Context: an optimization exercise on an open-source flow, tuned for a short achievable clock period and few clock cycles. The choices shown serve that exercise and are no tape-out recipe. RTL that was checked went through simulation tests only; none was proved equivalent to the original. Power figures rest on the tool's default switching activity, not on a simulated workload.

==> inputs of trial 71 <==
==> flow/design.v (excerpt) <==
module color_key_sprite_run_encoder
#(
  parameter int MAX_WIDTH  = cksre_pkg::DEF_MAX_WIDTH,
  parameter int MAX_HEIGHT = cksre_pkg::DEF_MAX_HEIGHT
) (
  input  logic                  clk,
  input  logic                  rst,
  input  logic                  cfg_valid,
  output logic                  cfg_ready,
  input  logic [cksre_pkg::CFG_IDX_W-1:0]  cfg_index,
  input  logic [cksre_pkg::CFG_DATA_W-1:0] cfg_data,
  input  logic                  in_valid,
  output logic                  in_ready,
  input  logic [cksre_pkg::PIX_W-1:0]      pixel,
  output logic                  out_valid,
  input  logic                  out_ready,
  output logic [cksre_pkg::KIND_W-1:0]     word_kind,
  output logic [cksre_pkg::VALUE_W-1:0]    word_value,
  output logic                  row_empty,
  output logic [cksre_pkg::ROW_OUT_W-1:0]  row_number,
  output logic                  last_of_burst
);
Settings: LEC_CHECK=0, CAP_MARGIN=20, CORE_MARGIN=2, CORE_UTILIZATION=40, SLEW_MARGIN=20; clock period 5.0 ns.
run.sh (not shown) runs the stock make flow with config.mk's settings and CLKGATE_MAP_FILE= SYNTH_SCRIPT=/design/flow/synth_recipe.tcl, a recipe that flattens the netlist after the stock synthesis.
==> inputs of trial 63, as changes to trial 71 <==
--- a/flow/design.v
+++ b/flow/design.v
@@ -73,15 +73,11 @@
   input  logic        ev_v,
   input  logic        ev_run,
   input  logic [5:0]  ev_len,
   input  logic [4:0]  ev_col,
   input  logic        ev_row,
-  input  logic        ev_empty,
-  input  logic [15:0] ev_first,
-  input  logic [9:0]  ev_rownum,
   input  logic        ev_tot,
-  input  logic [15:0] ev_total,
   output logic        in_ready,
   output logic        out_valid,
   input  logic        out_ready,
   output logic [2:0]  word_kind,
   output logic [15:0] word_value,
@@ -89,11 +85,11 @@
   output logic [9:0]  row_number,
   output logic        last_of_burst
 );
   localparam int PA = $clog2(PX_DEPTH);
   localparam int EA = $clog2(EV_DEPTH);
-  localparam int EVW = 1 + 6 + 5 + 1 + 1 + 16 + 10 + 1 + 16;
+  localparam int EVW = 1 + 6 + 5 + 1 + 1;
   logic [PA-1:0] pwp, prp;
   logic [PA:0]   pcnt;
   logic [15:0]   prd;
   logic          pop_px;
   cksre_ram #(.WIDTH(16), .DEPTH(PX_DEPTH)) u_pf (
@@ -101,17 +97,15 @@
   );
   logic [EA-1:0]  ewp, erp;
   logic [EA:0]    ecnt;
   logic [EVW-1:0] ewd, erd;
   logic           pop_ev;
-  logic           e_run, e_row, e_empty, e_tot;
+  logic           e_run, e_row, e_tot;
   logic [5:0]     e_len;
   logic [4:0]     e_col;
-  logic [15:0]    e_first, e_total;
-  logic [9:0]     e_rownum;
-  assign ewd = {ev_run, ev_len, ev_col, ev_row, ev_empty, ev_first, ev_rownum, ev_tot, ev_total};
-  assign {e_run, e_len, e_col, e_row, e_empty, e_first, e_rownum, e_tot, e_total} = erd;
+  assign ewd = {ev_run, ev_len, ev_col, ev_row, ev_tot};
+  assign {e_run, e_len, e_col, e_row, e_tot} = erd;
   cksre_ram #(.WIDTH(EVW), .DEPTH(EV_DEPTH)) u_ef (
     .clk(clk), .wr_en(ev_v), .wr_addr(ewp), .wr_data(ewd), .rd_addr(erp), .rd_data(erd)
   );
   always_ff @(posedge clk) begin
     if (rstq) begin
@@ -130,15 +124,17 @@
   end
   logic        g_busy;
   logic        ph_len, ph_col, ph_pix, ph_row, ph_tot;
   logic [5:0]  cnt;
   logic        cnt1;
-  logic        c_row, c_empty, c_tot;
+  logic        c_row, c_tot;
   logic [5:0]  c_len;
   logic [4:0]  c_col;
-  logic [15:0] c_first, c_total;
-  logic [9:0]  c_rownum;
+  logic [15:0] g_idx;
+  logic [9:0]  g_rownum;
+  logic [15:0] g_first;
+  logic        g_has;
   logic        g_fire, g_last, load;
   logic [2:0]  g_kind;
   logic [15:0] g_value;
   logic        ev_avail;
   logic [1:0]  wwp, wrp;
@@ -163,15 +159,15 @@
       g_kind  = cksre_pkg::KIND_PIX;
       g_value = prd;
     end
     if (ph_row) begin
       g_kind  = cksre_pkg::KIND_ROW;
-      g_value = c_first;
+      g_value = g_first;
     end
     if (ph_tot) begin
       g_kind  = cksre_pkg::KIND_TOTAL;
-      g_value = c_total;
+      g_value = g_idx;
     end
   end
   always_ff @(posedge clk) begin
     if (rstq) begin
       g_busy <= 1'b0;
@@ -192,30 +188,52 @@
       ph_tot <= ph_row && c_tot;
     end
   end
   always_ff @(posedge clk) begin
     if (load) begin
-      c_len    <= e_len;
-      c_col    <= e_col;
-      c_row    <= e_row;
-      c_empty  <= e_empty;
-      c_first  <= e_first;
-      c_rownum <= e_rownum;
-      c_tot    <= e_tot;
-      c_total  <= e_total;
-      cnt      <= e_len;
-      cnt1     <= (e_len == 6'd1);
+      c_len <= e_len;
+      c_col <= e_col;
+      c_row <= e_row;
+      c_tot <= e_tot;
+      cnt   <= e_len;
+      cnt1  <= (e_len == 6'd1);
     end else if (g_fire && ph_pix) begin
       cnt  <= cnt - 6'd1;
       cnt1 <= (cnt == 6'd2);
     end
   end
+  always_ff @(posedge clk) begin
+    if (rstq) begin
+      g_idx    <= '0;
+      g_rownum <= '0;
+      g_first  <= '0;
+      g_has    <= 1'b0;
+    end else if (g_fire) begin
+      if (ph_tot) begin
+        g_idx <= '0;
+      end else if ((ph_len || ph_col || ph_pix) && g_idx != cksre_pkg::INDEX_MAX) begin
+        g_idx <= g_idx + 16'd1;
+      end
+      if (ph_len && !g_has) begin
+        g_first <= g_idx;
+        g_has   <= 1'b1;
+      end
+      if (ph_row) begin
+        g_first  <= '0;
+        g_has    <= 1'b0;
+        g_rownum <= g_rownum + 10'd1;
+      end
+      if (ph_tot) begin
+        g_rownum <= '0;
+      end
+    end
+  end
   assign o_free = !out_valid || out_ready;
   assign o_pop  = o_free && (wcnt != 3'd0);
   always_ff @(posedge clk) begin
     if (g_fire) begin
-      wf[wwp] <= {g_kind, g_value, ph_row && c_empty, ph_row ? c_rownum : 10'd0, g_last};
+      wf[wwp] <= {g_kind, g_value, ph_row && !g_has, ph_row ? g_rownum : 10'd0, g_last};
     end
     if (rstq) begin
       wwp <= '0; wrp <= '0; wcnt <= '0; w_full <= 1'b0;
     end else begin
       if (g_fire) wwp <= wwp + 2'd1;
@@ -254,15 +272,11 @@
   output logic        ev_v,
   output logic        ev_run,
   output logic [5:0]  ev_len,
   output logic [4:0]  ev_col,
   output logic        ev_row,
-  output logic        ev_empty,
-  output logic [15:0] ev_first,
-  output logic [9:0]  ev_rownum,
-  output logic        ev_tot,
-  output logic [15:0] ev_total
+  output logic        ev_tot
 );
   logic        s0_pv, s0_cv;
   logic [15:0] s0_pix, s0_cdata;
   logic [1:0]  s0_cidx;
   always_ff @(posedge clk) begin
@@ -308,25 +322,18 @@
   logic [9:0]  row;
   logic        at_re, at_lr;
   logic        run_open;
   logic [5:0]  run_len;
   logic [4:0]  run_col;
-  logic        row_open;
-  logic [15:0] row_first;
-  logic [15:0] idx;
   logic        re, se, opq, start, flush;
-  logic [15:0] idx_p1, idx_p3, idx_new;
   logic [5:0]  col_p1;
   logic [10:0] row_p1;
   assign re     = at_re;
   assign se     = at_lr;
   assign opq    = s1_opq;
   assign start  = opq && !run_open;
   assign flush  = opq ? re : run_open;
-  assign idx_p1 = (idx == 16'hFFFF) ? 16'hFFFF : idx + 16'd1;
-  assign idx_p3 = (idx >= 16'hFFFD) ? 16'hFFFF : idx + 16'd3;
-  assign idx_new = !opq ? idx : (start ? idx_p3 : idx_p1);
   assign col_p1 = {1'b0, col} + 6'd1;
   assign row_p1 = {1'b0, row} + 11'd1;
   always_ff @(posedge clk) begin
     if (rstq) begin
       wl        <= 5'd31;
@@ -336,13 +343,10 @@
       at_re     <= 1'b0;
       at_lr     <= 1'b0;
       run_open  <= 1'b0;
       run_len   <= '0;
       run_col   <= '0;
-      row_open  <= 1'b0;
-      row_first <= '0;
-      idx       <= '0;
       px_v      <= 1'b0;
       ev_v      <= 1'b0;
     end else begin
       px_v <= s1_pv && opq;
       ev_v <= s1_pv && (flush || re);
@@ -353,17 +357,15 @@
       if (s1_ch) begin
         hl    <= s1_hl;
         at_lr <= (row >= s1_hl);
       end
       if (s1_pv) begin
-        idx <= (re && se) ? 16'd0 : idx_new;
         if (re) begin
           col      <= '0;
           at_re    <= (wl == 5'd0);
           run_open <= 1'b0;
           run_len  <= '0;
-          row_open <= 1'b0;
           if (se) begin
             row   <= '0;
             at_lr <= (hl == 10'd0);
           end else begin
             row   <= row_p1[9:0];
@@ -372,28 +374,20 @@
         end else begin
           col      <= col_p1[4:0];
           at_re    <= (col_p1 >= {1'b0, wl});
           run_open <= opq;
           run_len  <= opq ? run_len + 6'd1 : 6'd0;
-          if (opq) row_open <= 1'b1;
-        end
-        if (start) begin
-          run_col <= col;
-          if (!row_open) row_first <= idx;
         end
+        if (start) run_col <= col;
       end
     end
     px_d      <= s1_pix;
     ev_run    <= flush;
     ev_len    <= run_len + {5'd0, opq};
     ev_col    <= start ? col : run_col;
     ev_row    <= re;
-    ev_empty  <= !(row_open || opq);
-    ev_first  <= row_open ? row_first : (opq ? idx : 16'd0);
-    ev_rownum <= row;
     ev_tot    <= re && se;
-    ev_total  <= idx_new;
   end
 endmodule
 module color_key_sprite_run_encoder
 #(
   parameter int MAX_WIDTH  = cksre_pkg::DEF_MAX_WIDTH,
@@ -417,15 +411,13 @@
   output logic                  last_of_burst
 );
   logic        rstq;
   logic        px_v;
   logic [15:0] px_d;
-  logic        ev_v, ev_run, ev_row, ev_empty, ev_tot;
+  logic        ev_v, ev_run, ev_row, ev_tot;
   logic [5:0]  ev_len;
   logic [4:0]  ev_col;
-  logic [15:0] ev_first, ev_total;
-  logic [9:0]  ev_rownum;
   assign cfg_ready = 1'b1;
   always_ff @(posedge clk) begin
     rstq <= rst;
   end
   cksre_dp #(
@@ -446,15 +438,11 @@
     .ev_v      (ev_v),
     .ev_run    (ev_run),
     .ev_len    (ev_len),
     .ev_col    (ev_col),
     .ev_row    (ev_row),
-    .ev_empty  (ev_empty),
-    .ev_first  (ev_first),
-    .ev_rownum (ev_rownum),
-    .ev_tot    (ev_tot),
-    .ev_total  (ev_total)
+    .ev_tot    (ev_tot)
   );
   cksre_ctrl u_ctrl (
     .clk           (clk),
     .rst           (rst),
     .rstq          (rstq),
@@ -463,15 +451,11 @@
     .ev_v          (ev_v),
     .ev_run        (ev_run),
     .ev_len        (ev_len),
     .ev_col        (ev_col),
     .ev_row        (ev_row),
-    .ev_empty      (ev_empty),
-    .ev_first      (ev_first),
-    .ev_rownum     (ev_rownum),
     .ev_tot        (ev_tot),
-    .ev_total      (ev_total),
     .in_ready      (in_ready),
     .out_valid     (out_valid),
     .out_ready     (out_ready),
     .word_kind     (word_kind),
     .word_value    (word_value),
ABC_CLOCK_PERIOD_IN_PS = 1500   (was default)
SETUP_SLACK_MARGIN = 3.0   (was default)
TNS_END_PERCENT = 100   (was default)
==> qor summary <==
quantity                                                                        trial 63                    trial 71
Uppermost layer routed                                                              met4                        met5
Area share of the largest cell type after synthesis                                0.672                       0.720
Placer congestion estimate                                                         0.818                       0.833
Post-CTS resize count                                                                466                           0
Shortest period the worst path allows                                            2.93 ns                     3.64 ns
Area fraction in and, or, nand and nor cells after synthesis                      0.0369                      0.0239
Placement-stage cell area                                                      78100 µm²                  135000 µm²
Clk sink count                                                                      1916                        3368
Number of fillers in the final layout                                              15000                       26200
Xor and xnor fraction of the mapped netlist area                                  0.0108                     0.00548
Nets in the synthesized netlist                                                     4025                        6181
Outcome                                                          complete, no violations     complete, no violations
Sequential area share after synthesis                                              0.746                       0.767
Unrepaired setup endpoints after global routing                                     true                       false
Total CTS buffers                                                                    194                         346
Post-layout nets                                                                    4444                        6518
Syn Inst Count                                                                      3906                        6061
Destination of the critical timing path                       u_ctrl.wf[3][12]$_DFFE_PP_  u_ctrl.wf[0][19]$_DFFE_PP_
Cell-internal power                                                              28.1 mW                     50.2 mW
Worst reg-to-reg setup slack                                                     2.07 ns                     1.36 ns
Multiplexer fraction of the synthesized cell area                                  0.138                       0.158
Seq Cell Count                                                                      1916                        3368
Layout clock area frac                                                            0.0672                      0.0751
Detailed route wirelength on metal2                                             83100 µm                   159000 µm
Share of total power in combinational logic                                        0.131                       0.123
Tightest Pin Transition                                                         0.985 ns                     1.18 ns
Synth cell types                                                                      65                          69
Testbench counts of trial 71, summed over its fixed seeds: cycles 50,761.
Only the layout flow was run in trial 63; the RTL was not checked for function there.

-- re-timing with driven ports --
The flow's constraints put no driver on any port. The routed layouts listed below were extracted and timed again, unchanged, in two steps. Step 1, drivers: a clkbuf_16 drives clk and a buf_2 each remaining input, both assumed. Step 2 times the ports against the registers' clock, not the clock port: input delays grow and output delays shrink by t, the midpoint of the rising clock arrivals with the driver on. Slacks: ideal ports / drivers / drivers and shift; pairs: ideal ports / drivers.
run | shift t [ns] | setup slack, ns | worst hold slack (ns)
trial 71 | 0.944 | 1.357 / 1.357 / 1.357 | 0.327 / 0.327 / 0.327
trial 63 | 0.892 | 2.075 / 2.075 / 1.990 | 0.319 / 0.319 / 0.319
After both steps setup and hold are still met in every run listed. The setup slack of trial 63, which loses most, moves by 0.000 ns with the drivers and by -0.085 ns with both steps.
